What follows belongs to an exercise in optimizing a design on an open flow for small area; a production flow would make more cautious choices. Only simulation tests tie the RTL to the original design; equivalence was not proved. Power is estimated from default activity; no workload was simulated.

==> design/flow/design.v <==
package rmsn_pkg;
    localparam int MAX_LEN_DEF = 64;
    localparam int VAL_W       = 16;
    localparam int EPS_W       = 24;
    localparam logic [EPS_W-1:0] EPS_RESET = 24'd168;
    localparam int RING_W      = 37;
endpackage
module rmsn_mem #(
    parameter int DEPTH = rmsn_pkg::MAX_LEN_DEF,
    parameter int W     = 2 * rmsn_pkg::VAL_W
) (
    input  logic         clk,
    input  logic         wr_en,
    input  logic [W-1:0] wr_data,
    output logic [DEPTH-1:0][W-1:0] q
);
    logic [DEPTH-1:0][W-1:0] ring;
    always_ff @(posedge clk)
    begin
        ring[0] <= wr_en ? wr_data : ring[DEPTH-1];
        for (int i = 1; i < DEPTH; i++)
        begin
            ring[i] <= ring[i-1];
        end
    end
    assign q = ring;
endmodule
module rmsn_unit (
    input  logic a,
    input  logic b,
    input  logic ci,
    output logic s,
    output logic co
);
    assign s  = a ^ b ^ ci;
    assign co = (a & b) | (a & ci) | (b & ci);
endmodule
module rms_normalizer_top #(
    parameter int MAX_LEN = rmsn_pkg::MAX_LEN_DEF
) (
    input  logic        clk,
    input  logic        rst_n,
    input  logic        psel,
    input  logic        penable,
    input  logic        pwrite,
    input  logic [2:0]  paddr,
    input  logic [31:0] pwdata,
    output logic [31:0] prdata,
    output logic        pready,
    input  logic        in_valid,
    output logic        in_stall,
    input  logic signed [15:0] element_value,
    input  logic signed [15:0] gain_weight,
    input  logic        end_of_vector,
    output logic        out_valid,
    input  logic        out_stall,
    output logic signed [15:0] normalized_value,
    output logic        final_output,
    output logic        length_overflow
);
    localparam int RW = rmsn_pkg::RING_W;
    typedef enum logic [3:0] {
        S_COL = 4'd0,    
        S_MD  = 4'd1,    
        S_EPS = 4'd2,    
        S_RS  = 4'd3,    
        S_TS  = 4'd4,    
        S_OW  = 4'd5,    
        S_OC  = 4'd6,    
        S_OP  = 4'd7,    
        S_OV  = 4'd8     
    } state_t;
    state_t                     state;
    logic [5:0]                 ph;
    logic [6:0]                 cnt;
    logic                       ovf;
    logic [5:0]                 k;
    logic [5:0]                 c;
    logic [5:0]                 u;
    logic                       sqbusy;
    logic                       lastf;
    logic                       xfirst;
    logic [rmsn_pkg::EPS_W-1:0] eps;
    logic                       take;
    logic                       wr;
    logic [63:0][31:0]          ring;
    assign pready = 1'b1;
    assign prdata = paddr[2] ? 32'd0 : {8'd0, eps};
    assign in_stall = !((state == S_COL) && !sqbusy && !lastf && (cnt[6] || (ph == cnt[5:0])));
    assign take     = in_valid && !in_stall;
    assign wr       = take && !cnt[6];
    rmsn_mem #(
        .DEPTH (MAX_LEN),
        .W     (32)
    ) u_mem (
        .clk     (clk),
        .wr_en   (wr),
        .wr_data ({element_value, gain_weight}),
        .q       (ring)
    );
    logic               ld;
    logic signed [15:0] a1;
    logic signed [15:0] acc1;
    logic               neg;
    logic [15:0]        xd;
    logic [15:0]        wd;
    logic [3:0]         bi;
    logic               in_mul;
    logic               sbit;
    logic               last_mul;
    logic signed [16:0] add1;
    logic signed [16:0] sum1;
    logic               pbit;
    for (genvar gi = 0; gi < 16; gi++)
    begin : g_diag
        assign xd[gi] = ring[gi+1][16+gi];
        assign wd[gi] = ring[gi+1][gi];
    end
    always_comb
    begin
        ld       = ((state == S_COL) || (state == S_OC)) && (c == 6'd0);
        bi       = 4'(c - 6'd1);
        in_mul   = (c >= 6'd1) && (c <= 6'd16);
        sbit     = in_mul && ((state == S_COL) ? xd[bi] : wd[bi]);
        last_mul = (c == 6'd16);
        add1     = sbit ? (last_mul ? -{a1[15], a1} : {a1[15], a1}) : 17'sd0;
        sum1     = {acc1[15], acc1} + add1;
        pbit     = sum1[0];
    end
    always_ff @(posedge clk)
    begin
        acc1 <= (c == 6'd0) ? 16'sd0 : sum1[16:1];
        if (ld)
        begin
            a1  <= ring[0][31:16];
            neg <= ring[0][31] ^ ring[0][15];
        end
    end
    logic [RW-1:0] xr;       
    logic [RW-1:0] rr;       
    logic [RW-1:0] r2;       
    logic [RW-1:0] qr;       
    logic          cx, cr, cr2;
    logic          rd, r2d1, r2d2, qd1, qd2, qd3;
    logic          bflop, qa, qb, pend, pos2, vz;
    logic [1:0]    pp;       
    logic x_a, x_b, x_ci, x_s, x_co, x_in, x_en;
    logic epsbit;
    always_comb
    begin
        epsbit = (c < 6'd24) ? eps[c[4:0]] : 1'b0;
        if (state == S_TS)
            x_a = qd1 && (c != 6'd0);
        else
            x_a = xr[0] && !((state == S_COL) && xfirst);
        if (state == S_COL)
            x_b = pbit;
        else if (state == S_EPS)
            x_b = epsbit;
        else
            x_b = qr[0];
        x_ci   = (((state == S_COL) && (c == 6'd1)) || (((state == S_EPS) || (state == S_TS)) && (c == 6'd0))) ? 1'b0 : cx;
        x_s    = x_a ^ x_b ^ x_ci;
        x_co   = (x_a & x_b) | (x_a & x_ci) | (x_b & x_ci);
        if ((state == S_COL) || (state == S_EPS) || (state == S_TS))
            x_in = x_s;
        else if ((state == S_MD) && (u >= 6'd2) && (c == 6'd38 - u))
            x_in = qb;
        else
            x_in = xr[0];
        x_en = ((state == S_COL) && sqbusy && (c != 6'd0)) || (state == S_MD) || (state == S_EPS)
            || (state == S_RS) || (state == S_TS) || (state == S_OP);
    end
    logic r_first, r_a, r_sub, r_d, r_b, r_ci, r_s, r_co, nbit, r_step, r_in;
    always_comb
    begin
        nbit    = (c < 6'd7) ? cnt[c[2:0]] : 1'b0;
        r_first = (state == S_MD) ? (u == 6'd1) : (u == 6'd0);
        r_step  = ((state == S_MD) && (u >= 6'd1) && (u <= 6'd37)) || ((state == S_RS) && (u <= 6'd60));
        r_a     = (c == 6'd0) ? ((state == S_MD) ? bflop : (u == 6'd0)) : (rd && !r_first);
        r_sub   = r_first || qb;
        r_d     = (state == S_MD) ? nbit : (xr[0] || ((c == 6'd0) && vz));
        r_b     = r_d ^ r_sub;
        r_ci    = (c == 6'd0) ? r_sub : cr;
        r_s     = r_a ^ r_b ^ r_ci;
        r_co    = (r_a & r_b) | (r_a & r_ci) | (r_b & r_ci);
        if (state == S_OC)
            r_in = pbit;
        else if (state == S_OP)
            r_in = (c <= 6'd34) ? rr[2] : ((c == 6'd35) ? rr[1] : rr[0]);
        else
            r_in = r_s;
    end
    logic sq_act, sq_first, op_first, op_last, pos2e, a2, o2, b2, ci2, s2, co2, q_en, q_in, r2_en;
    always_comb
    begin
        sq_act   = (state == S_RS) && u[0];
        sq_first = (u == 6'd1);
        op_first = (u == 6'd0);
        op_last  = (u == 6'd15);
        pos2e    = sq_first || pos2;
        if (state == S_OP)
        begin
            if (op_first)
                a2 = neg ? (c < 6'd29) : (c == 6'd29);
            else if (c <= 6'd34)
                a2 = r2[2];
            else if (c == 6'd35)
                a2 = r2[1];
            else
                a2 = r2[0];
            case (pp)
                2'd1:    o2 = qr[0];
                2'd2:    o2 = qd1 && (c != 6'd0);
                2'd3:    o2 = op_last ? qr[0] : xr[0];
                default: o2 = 1'b0;
            endcase
            b2  = o2 ^ (op_last && pp[1]);
            ci2 = (c == 6'd0) ? (op_last && pp[1]) : cr2;
        end
        else
        begin
            if (c == 6'd0)
            begin
                a2 = qb;
                o2 = 1'b1;
            end
            else if (c == 6'd1)
            begin
                a2 = qa;
                o2 = !pos2e;
            end
            else if (c == 6'd2)
            begin
                a2 = r2d2 && !sq_first;
                o2 = pend && !sq_first;
            end
            else
            begin
                a2 = r2d2 && !sq_first;
                o2 = qd3 && !sq_first;
            end
            b2  = o2 ^ pos2e;
            ci2 = (c == 6'd0) ? pos2e : cr2;
        end
        s2    = a2 ^ b2 ^ ci2;
        co2   = (a2 & b2) | (a2 & ci2) | (b2 & ci2);
        r2_en = sq_act || (state == S_OP);
        q_en  = ((state == S_RS) && (u[0] || (u == 6'd62))) || (state == S_TS) || (state == S_OP);
        q_in  = (state == S_RS) ? (((c == 6'd0) ? pend : qd1) && !sq_first) : qr[0];
    end
    always_ff @(posedge clk)
    begin
        if (x_en)
            xr <= {x_in, xr[RW-1:1]};
        cx   <= x_co;
        rr   <= {r_in, rr[RW-1:1]};
        cr   <= r_co;
        rd   <= rr[0];
        if (r2_en)
            r2 <= {s2, r2[RW-1:1]};
        cr2  <= co2;
        r2d1 <= r2[0];
        r2d2 <= r2d1;
        if (q_en)
            qr <= {q_in, qr[RW-1:1]};
        qd1  <= qr[0];
        qd2  <= qd1;
        qd3  <= qd2;
        if (state == S_EPS)
            vz <= ((c == 6'd0) ? 1'b1 : vz) && !x_s;
        if ((state == S_MD) && (u <= 6'd36) && (c == 6'd36 - u))
            bflop <= xr[0];
        if (state == S_EPS)
            qb <= 1'b0;
        else if (r_step && (c == 6'd36))
        begin
            qa <= qb;
            qb <= !r_s;
        end
        if (sq_act && (c == 6'd36))
        begin
            pend <= !s2;
            pos2 <= !s2;
        end
        if (((state == S_OC) && (c == 6'd37)) || ((state == S_OP) && (c == 6'd36)))
            pp <= rr[2:1];
    end
    logic inrange;
    assign inrange          = (r2[RW-1:15] == '0) || (r2[RW-1:15] == '1);
    assign out_valid        = (state == S_OV);
    assign normalized_value = inrange ? r2[15:0] : (r2[RW-1] ? 16'h8000 : 16'h7fff);
    assign final_output     = (7'(k) + 7'd1 == cnt);
    assign length_overflow  = ovf;
    always_ff @(posedge clk or negedge rst_n)
    begin
        if (!rst_n)
        begin
            state  <= S_COL;
            ph     <= '0;
            cnt    <= '0;
            ovf    <= 1'b0;
            k      <= '0;
            c      <= '0;
            u      <= '0;
            sqbusy <= 1'b0;
            lastf  <= 1'b0;
            xfirst <= 1'b0;
            eps    <= rmsn_pkg::EPS_RESET;
        end
        else
        begin
            ph <= ph + 6'd1;
            if (psel && penable && pwrite && !paddr[2])
                eps <= pwdata[rmsn_pkg::EPS_W-1:0];
            case (state)
                S_COL:
                begin
                    if (take)
                    begin
                        if (cnt[6])
                        begin
                            ovf <= 1'b1;
                            if (end_of_vector)
                            begin
                                state <= S_MD;
                                c     <= '0;
                                u     <= '0;
                            end
                        end
                        else
                        begin
                            cnt    <= cnt + 7'd1;
                            xfirst <= (cnt == 7'd0);
                            sqbusy <= 1'b1;
                            lastf  <= end_of_vector;
                            c      <= '0;
                        end
                    end
                    else if (sqbusy)
                    begin
                        c <= c + 6'd1;
                        if (c == 6'd37)
                        begin
                            sqbusy <= 1'b0;
                            if (lastf)
                            begin
                                lastf <= 1'b0;
                                state <= S_MD;
                                c     <= '0;
                                u     <= '0;
                            end
                        end
                    end
                end
                S_MD, S_EPS, S_RS, S_TS, S_OP:
                begin
                    c <= (c == 6'd36) ? 6'd0 : c + 6'd1;
                    if (c == 6'd36)
                    begin
                        u <= u + 6'd1;
                        if ((state == S_MD) && (u == 6'd38))
                            state <= S_EPS;
                        if (state == S_EPS)
                        begin
                            state <= S_RS;
                            u     <= '0;
                        end
                        if ((state == S_RS) && (u == 6'd62))
                            state <= S_TS;
                        if (state == S_TS)
                        begin
                            state <= S_OW;
                            k     <= '0;
                        end
                        if ((state == S_OP) && (u == 6'd15))
                            state <= S_OV;
                    end
                end
                S_OW:
                begin
                    if (ph == k)
                    begin
                        state <= S_OC;
                        c     <= '0;
                    end
                end
                S_OC:
                begin
                    c <= c + 6'd1;
                    if (c == 6'd37)
                    begin
                        state <= S_OP;
                        c     <= '0;
                        u     <= '0;
                    end
                end
                S_OV:
                begin
                    if (!out_stall)
                    begin
                        if (7'(k) + 7'd1 == cnt)
                        begin
                            state <= S_COL;
                            cnt   <= '0;
                            ovf   <= 1'b0;
                        end
                        else
                        begin
                            k     <= k + 6'd1;
                            state <= S_OW;
                        end
                    end
                end
                default:
                begin
                    state <= S_COL;
                end
            endcase
        end
    end
endmodule
==> design/flow/flow/run.sh <==
#!/bin/bash
# Standard ORFS flow; only the clock tree (no dummy loads) and the port
# buffer cell are chosen here. Tool output goes to flow_make.log.
set -euo pipefail
export CTS_ARGS="-sink_clustering_enable -repair_clock_nets -dont_use_dummy_load -buf_list sky130_fd_sc_hd__clkbuf_16 -sink_clustering_size 35 -sink_clustering_max_diameter 60"
export BUFFER_PORTS_ARGS="-buffer_cell sky130_fd_sc_hd__buf_1"
bash standard.sh > flow_make.log 2>&1
==> design/flow/standard.sh <==
#!/bin/bash
# synth_recipe.tcl (not shown) runs the flow's synth.tcl, then flattens the netlist and writes it again
# the make line also repeats each setting of config.mk as NAME=value (left out here)
make -C /OpenROAD-flow-scripts/flow DESIGN_CONFIG=/design/flow/config.mk WORK_HOME=/design/flow/orfs CLKGATE_MAP_FILE= SYNTH_SCRIPT=/design/flow/synth_recipe.tcl "${@:-finish}"
==> design/flow/config.mk <==
export PLATFORM = sky130hd
export DESIGN_NAME = rms_normalizer_top
export DESIGN_NICKNAME = rms_normalizer_top
export VERILOG_FILES = /design/flow/design.v
export SDC_FILE = /design/flow/constraint.sdc
export NUM_CORES = 4
export LEC_CHECK = 0
export CAP_MARGIN = 20
export CORE_MARGIN = 2
export CORE_UTILIZATION = 40
export CTS_BUF_LIST = sky130_fd_sc_hd__clkbuf_16
export CTS_CLUSTER_DIAMETER = 60
export CTS_CLUSTER_SIZE = 35
export SLEW_MARGIN = 20
==> design/flow/constraint.sdc <==
create_clock -name core_clock -period 10.0 [get_ports {clk}]
set_input_delay 2.0000 -clock core_clock [delete_from_list [all_inputs] [get_ports {clk}]]
set_output_delay 2.0000 -clock core_clock [all_outputs]
set_load 0.01 [all_outputs]
==> results.toml, run 1 <==
[status]
status = "no timing/DRC/antenna violations"

[grt]
grt_max_degree = 64
grt_pass1_vias = 20206
antenna_found_initial = 2
grt_pass1_wl_um = 108000
grt_overflow = 0
grt_use_total_pct = 9.89

[clock_tree]
cts_hold_buf = 0
postCtsSetupRepairBufs = 0
cts_root_buffer = "clkbuf_16"
clk_pin_slew_ps = 110
cts_resized = 0
clkLatencyLatePin_ps = 710
cts_tree = "done"
ctsLongestPathBuffers = 3
cts_max_level = 3
cts.sinks = 2308
numCtsBuffers = 102

[cells_and_area]
multi_input_area_mm2 = 0.00520
final_common_cell = "dfxtp_1"
nets = 3470
drive_gt1_share_pct = 5.18
seqCellArea_mm2 = 0.0479
most-common-layout-cells = "2111 x dfxtp_1, 168 x nand2_1, 134 x edfxtp_1, 107 x buf_1, 102 x clkbuf_16"
area_growth_pct = 9.37
finish.utilization_pct = 43.9
fillers = 11667

[sta]
hold_viol_final = 0
relSlewSlack_pct = 36.1
grt_setup_unrepaired = "no"
tightest_slew_ps = 953
fin_crit_sh_pct = 56.3
period_minus_slack_ps = 5630
finalSetupViolCount = 0
timing.setup.tns_ps = 0
whs_ps = 247
skew_ps = 78.3
fmax_mhz = 178
maxSlewViolCount = 0

[power_and_ir_drop]
ir_drop_mv = 0.117
p_leak_nw = 22.7
power_density_mw_per_mm2 = 234

[setup_path]
start_kind = "flop"
r2r-start = "state[0]$_DFFE_PN0P_"
crit_arrival_ps = 3630
critPathRequiredTime_ps = 8000
startpoint = "r2[17]$_DFFE_PP_"
crit_chain = "or4_1 > or4_1 > o21ai_1 > nor2_1 > a21o_1 > buf_1"
cp-end-kind = "output port"
cpLargestDelayFamily = "simple AND/OR/NAND/NOR gates"
crit_type = "reg -> out"
r2r_setup_slack_ps = 4790
cpMostUsedCell = "or4_1"
path_buf_inv = 1
cp_slowest_cell = "o21ai_1"
worstPathMaxFanout = 16
cpPeakStageDelay_ps = 750

[detailed_routing]
wl_per_cell_um = 13.1
drc = 0
vias_per_cell = 4.08
drt-pass1-iter-count = 5
ant_nets = 0
finalWirelength_um = 67000
num_vias = 20908
first_iter_violations = 1115

[worst_hold_path]
min-delay-start = "u_mem.ring[1717]$_DFF_P_"
hold_path.class = "reg -> reg"

[yosys]
ys_seq_elements = 2308
synth-simple-area-share_pct = 3.67
synth_top_family_by_area = "simple AND/OR/NAND/NOR gates"
avgSynthCellArea_um2 = 16.7
synthAdderAreaFrac_pct = 0.852
ys_types = 81
synthCells = 3196
synthFlopType = "dfxtp_1"
ys_warn_count = 2
synth_compound_area_share_pct = 2.63
yosys.area.top_type = "dfxtp_1"
synth_area_mm2 = 0.0534
synth_mux_area_share_pct = 1.37
synth_edf_count = 134
synth_xor_area_share_pct = 1.11
ys_async_sr_fraction_pct = 2.73
yosysSeqAreaShare_pct = 89.6
synth_area_leaders = "dfxtp_1 79%, edfxtp_1 7.5%, dfrtp_1 2.8%"
synth_top_area_share_pct = 79.1

[job]
maxCapViolations = 0

[floorplanning]
rows = 134
die_y_um = 370
start_util_pct = 40.1
dieArea_mm2 = 0.137
ios = 128
core_mm2 = 0.133
die_width_um = 370

[placed_design]
place.gp.congestion = 0.797
hpwl_um = 40000
port_buffers = 108
-- layout make-up --
class,instances,share of cell area (%)
sequential,2308,81.9
multi-input combinational,797,8.90
clock buffer,102,4.37
tap,1768,3.78
timing repair buffer,119,0.850
inverter,33,0.212
antenna,1,0.00428
-- logic make-up after synthesis --
kind of cell             count (synthesis)
AO/OA/AOI/OAI                          221
other                                    2
buffers and inverters                   98
adder cells (fa/ha/maj)                 34
XOR/XNOR                                66
AND/OR/NAND/NOR                        415
multiplexers                            52
flip-flops                            2308
-- per-stage QoR --
step | instances | setup WS, ps | instance area [um2] | power [mW]
2_1_floorplan | 3203 | 4760 | 53500 | 9.56
3_3_place_gp | 5024 | 4880 | 55900 | 9.60
3_5_place_dp | 5025 | 4830 | 55900 | 9.60
4_1_cts | 5127 | 4290 | 58500 | 13.9
5_1_grt | 5127 | 4040 | 58500 | 14.2
6_report | 5128 | 4370 | 58500 | 13.7
-- worst register-to-register path, cell delays in order, from the launching register on --
cell and delay, ps:
dfrtp_1 670, or4_1 930, mux4_2 570, o32ai_2 230, nor4bb_2 100, o21bai_2 480, nor2_1 180, ha_1 320
a21o_1 110, a21oi_1 110, o21ai_0 460, a41oi_1 300, a311oi_1 400, xnor2_1 160, nor2_1 50
-- state kept, by name (all words and copies together) (netlist names), 7 cells and up --
name,flops
u_mem.ring,2048
qr,37
r2,37
rr,37
xr,37
eps,24
a1,16
acc1,16
cnt,7
-- synthesized netlist by cell type (3+ instances only) --
master	instances
inv_1	33
nor3_1	23
a21o_1	22
or4_1	3
mux2_2	27
buf_6	3
o21ai_0	72
o2111ai_1	3
dfrtp_1	60
buf_1	3
o21a_1	5
a311oi_1	3
fa_1	4
nand4b_1	3
a22o_1	3
dfxtp_1	2111
a31oi_1	17
and3_1	7
o31ai_1	7
nand2b_1	10
nand3_1	31
nor2_1	82
ha_1	30
o22ai_1	4
mux4_2	13
or2_2	5
nand2_1	168
a21oi_1	43
xor2_1	25
nand4_1	10
xnor2_1	40
o311ai_0	3
mux2i_1	11
and2_1	9
nor2b_1	36
buf_2	3
clkbuf_1	47
buf_4	9
dfstp_2	3
edfxtp_1	134
a211oi_1	8
nor4_1	15
-- layer usage --
layer	part of all wire (%)	vias up	global-route usage (%)
met5	0.040	-	0
met4	2.6	4	3.12
met3	4.5	123	2.36
met2	40	307	13.8
met1	53	9901	15.0
li1	-	10573	-
-- power breakdown --
part | leakage [nW] | internal [mW] | switching, mW
logic | 2.60 | 0.0441 | 0.0364
registers | 18.8 | 9.29 | 0.0171
clock network | 1.26 | 1.82 | 2.49
total | 22.7 | 11.2 | 2.54
-- path summary, 6_finish.rpt --
| check | endpoint | cells after the start |
|---|---|---|
| min | u_mem.ring[1749]$_DFF_P_ | 0 |
| min in group asynchronous | eps[11]$_DFFE_PN0P_ | 2 |
| min reg2reg | u_mem.ring[1749]$_DFF_P_ | 0 |
| max reg2reg | acc1[14]$_SDFF_PP0_ | 14 |
| max | normalized_value[3] | 6 |
| max in group asynchronous | u[3]$_DFFE_PN0P_ | 2 |
==> run 2: changes to the inputs <==
==> design/flow/run.sh (new file) <==
#!/bin/bash
# synth_recipe.tcl (not shown) runs the flow's synth.tcl, then flattens the netlist and writes it again
# the make line also repeats each setting of config.mk as NAME=value (left out here)
make -C /OpenROAD-flow-scripts/flow DESIGN_CONFIG=/design/flow/config.mk WORK_HOME=/design/flow/orfs CLKGATE_MAP_FILE= SYNTH_SCRIPT=/design/flow/synth_recipe.tcl finish
removed: design/flow/flow/run.sh
removed: design/flow/standard.sh
==> run 2 against run 1 <==
Still clean on timing, DRC and antenna. Global-route usage barely moved. Critical path depth did not move. Sequential cell count unchanged. Clock skew shrank 22 ps. Worst hold slack improved by 36 ps. Die area unchanged. Synthesized cell count unchanged. First-iteration DRC count is 20% higher. Register-to-register slack better by 100 ps. Non-clock buffer count stayed put. Final cell count grew 1.8%. Utilization up 1.5 points. Critical endpoint is now normalized_value[1]. Highest routed layer unchanged.
==> results.toml, run 2 <==
[yosys]
synth_top_area_share_pct = 79.1
ys_warn_count = 2
synth_edf_count = 134
ys_top_cells_by_count = "2111 x dfxtp_1, 168 x nand2_1, 134 x edfxtp_1"
synth_area_mm2 = 0.0534
synth.most_common_cell = "dfxtp_1"
synthCells = 3196
yosys.area.top_type = "dfxtp_1"
ys_async_sr_fraction_pct = 2.73
synth_area_leaders = "dfxtp_1 79%, edfxtp_1 7.5%, dfrtp_1 2.8%"
avgSynthCellArea_um2 = 16.7
ys_types = 81
ys_seq_elements = 2308
synthFlopType = "dfxtp_1"
yosysSeqAreaShare_pct = 89.6

[placed_design]
place.gp.congestion = 0.796
placed_area_mm2 = 0.0566
hpwl_um = 39800
port_buffers = 108

[setup_path]
path_buf_inv = 1
crit_chain = "or4_1 > or4_1 > o21ai_1 > nor2_1 > a21o_1 > clkdlybuf4s50_1"
critPathRequiredTime_ps = 8000
crit_type = "reg -> out"
cpPeakStageDelay_ps = 770
cpMostUsedCell = "or4_1"
cp-end-kind = "output port"
start_kind = "flop"
worstPathMaxFanout = 16
cpLargestDelayFamily = "simple AND/OR/NAND/NOR gates"
cp_slowest_cell = "o21ai_1"
crit_arrival_ps = 4100

[status]
status = "no timing/DRC/antenna violations"

[floorplanning]
die_width_um = 370
ios = 128
die_y_um = 370
core_mm2 = 0.133
dieArea_mm2 = 0.137
rows = 134
start_util_pct = 40.1

[cells_and_area]
nets = 3471
final_common_cell = "dfxtp_1"
area_growth_pct = 13.0
drive_gt1_share_pct = 7.39
most-common-layout-cells = "2111 x dfxtp_1, 168 x nand2_1, 134 x edfxtp_1, 107 x clkbuf_16, 107 x clkdlybuf4s50_1"
largest_register_ffs = 2048
top_register = "u_mem.ring"
final_area_mm2 = 0.0604

[detailed_routing]
drc = 0
ant_nets = 0
first_iter_violations = 1339
wl_per_cell_um = 12.9
drt-pass1-iter-count = 5
num_vias = 21226
vias_per_cell = 4.07
finalWirelength_um = 67400

[grt]
grt_pass1_wl_um = 108000
grt_pass1_vias = 20308
grt_use_total_pct = 9.93
grt_overflow = 0
antenna_found_initial = 2
grt_max_degree = 64

[sta]
relSlewSlack_pct = 34.7
grt_setup_unrepaired = "no"
hold_viol_final = 0
tightest_slew_ps = 974
skew_ps = 56.7
fmax_mhz = 164
maxSlewViolCount = 0
period_minus_slack_ps = 6100
finalSetupViolCount = 0
fin_crit_sh_pct = 61.0
timing.setup.tns_ps = 0

[worst_hold_path]
hold_path.class = "reg -> reg"

[clock_tree]
clk_pin_slew_ps = 120
cts_resized = 0
numCtsBuffers = 103
postCtsSetupRepairBufs = 0
clkLatencyLatePin_ps = 750
cts_tree = "done"
ctsLongestPathBuffers = 3
cts.sinks = 2308
cts_max_level = 3
cts_hold_buf = 0
cts_root_buffer = "clkbuf_16"

[power_and_ir_drop]
ir_drop_mv = 0.145
p_leak_nw = 23.5
p_total_mw = 14.7
power_density_mw_per_mm2 = 243

[job]
maxCapViolations = 0
run 2: cell count changes in the layout (fill, tap and decap cells not counted), sizes merged:
| cell | previous run | this run |
|---|---|---|
| diode | 1 | 2 |
| clkdlybuf4s50 | 0 | 107 |
| clkinvlp | 0 | 1 |
| clkinv | 0 | 44 |
| clkbuf | 103 | 107 |
| inv | 33 | 73 |
| bufinv | 0 | 2 |
| buf | 118 | 12 |
run 2: per-layer routing:
| layer | wire, um | GRT usage (%) | vias to the layer above | part of all wire [%] |
|---|---|---|---|---|
| met3 | 3300 | 2.50 | 137 | 4.9 |
| met4 | 1850 | 3.39 | 2 | 2.7 |
| met2 | 26500 | 13.8 | 330 | 39 |
| li1 | - | - | 10692 | - |
| met5 | 13 | 0 | - | 0.019 |
| met1 | 35800 | 14.9 | 10065 | 53 |
run 2: cells by family after synthesis:
group | count (synthesis) | synth area share [%]
flip-flops | 2308 | 89.6
AND/OR/NAND/NOR | 415 | 3.67
AO/OA/AOI/OAI | 221 | 2.63
buffers and inverters | 98 | 0.801
XOR/XNOR | 66 | 1.11
multiplexers | 52 | 1.37
adder cells (fa/ha/maj) | 34 | 0.852
other | 2 | 0.0141
run 2: worst paths after layout:
check	depth (start not counted)	from	slack (ps)	to
max	6	r2[16]$_DFFE_PP_	3900	normalized_value[1]
min	0	rr[16]$_DFF_P_	280	rr[15]$_DFF_P_
max reg2reg	14	state[0]$_DFFE_PN0P_	4890	acc1[13]$_SDFF_PP0_
min reg2reg	0	rr[16]$_DFF_P_	280	rr[15]$_DFF_P_
max in group asynchronous	2	rst_n	7980	k[5]$_DFFE_PN0P_
min in group asynchronous	2	rst_n	1450	eps[6]$_DFFE_PN0P_
run 2: area by class of cell:
cell class	instances	area [um2]
clock buffers	107	2680
inverters	33	124
flip-flops and latches	2308	47900
multi-input cells	797	5200
clock inverters	87	1150
diodes	2	5.00
fillers	11520	72700
well taps	1768	2210
repair buffers	119	1160
run 2: per-stage QoR:
| step | setup slack [ps] | std cells | hold slack (ps) | util, % |
|---|---|---|---|---|
| detailed placement | 4330 | 5025 | 312 | 42.5 |
| finish | 3900 | 5221 | 283 | 45.4 |
| CTS | 3760 | 5219 | 279 | 45.4 |
| global placement | 4410 | 5025 | 310 | 42.5 |
| floorplan | 4760 | 3203 | 310 | - |
| global route | 3560 | 5219 | 283 | 45.4 |
run 2: power by group:
part / leakage [nW] / internal (mW) / switching [mW]
registers: 18.8 / 9.29 / 0.0171
logic: 2.87 / 0.0759 / 0.0378
clock network: 1.86 / 2.22 / 3.02

==> re-timing with driven ports <==
Ports are ideal in the flow. The routed layouts listed here were re-timed in OpenROAD. Step 1, drivers: a clkbuf_16 drives clk and a buf_2 each remaining input, both assumed. Step 2 moves the port delays by t, midway between the first and last clock arrival at a register: inputs arrive t later, outputs are due t later. That takes back most of the time a late clock gives input paths. Slacks: ideal ports / drivers / drivers and shift; pairs: ideal ports / drivers.
run	t, ns	slack for setup (ns)	pins driven straight from the clock port
run 1	0.750	4.373 / 4.300 / 4.785	1
run 2	0.789	3.897 / 3.826 / 4.321	1
After both steps every run listed still meets setup and hold.
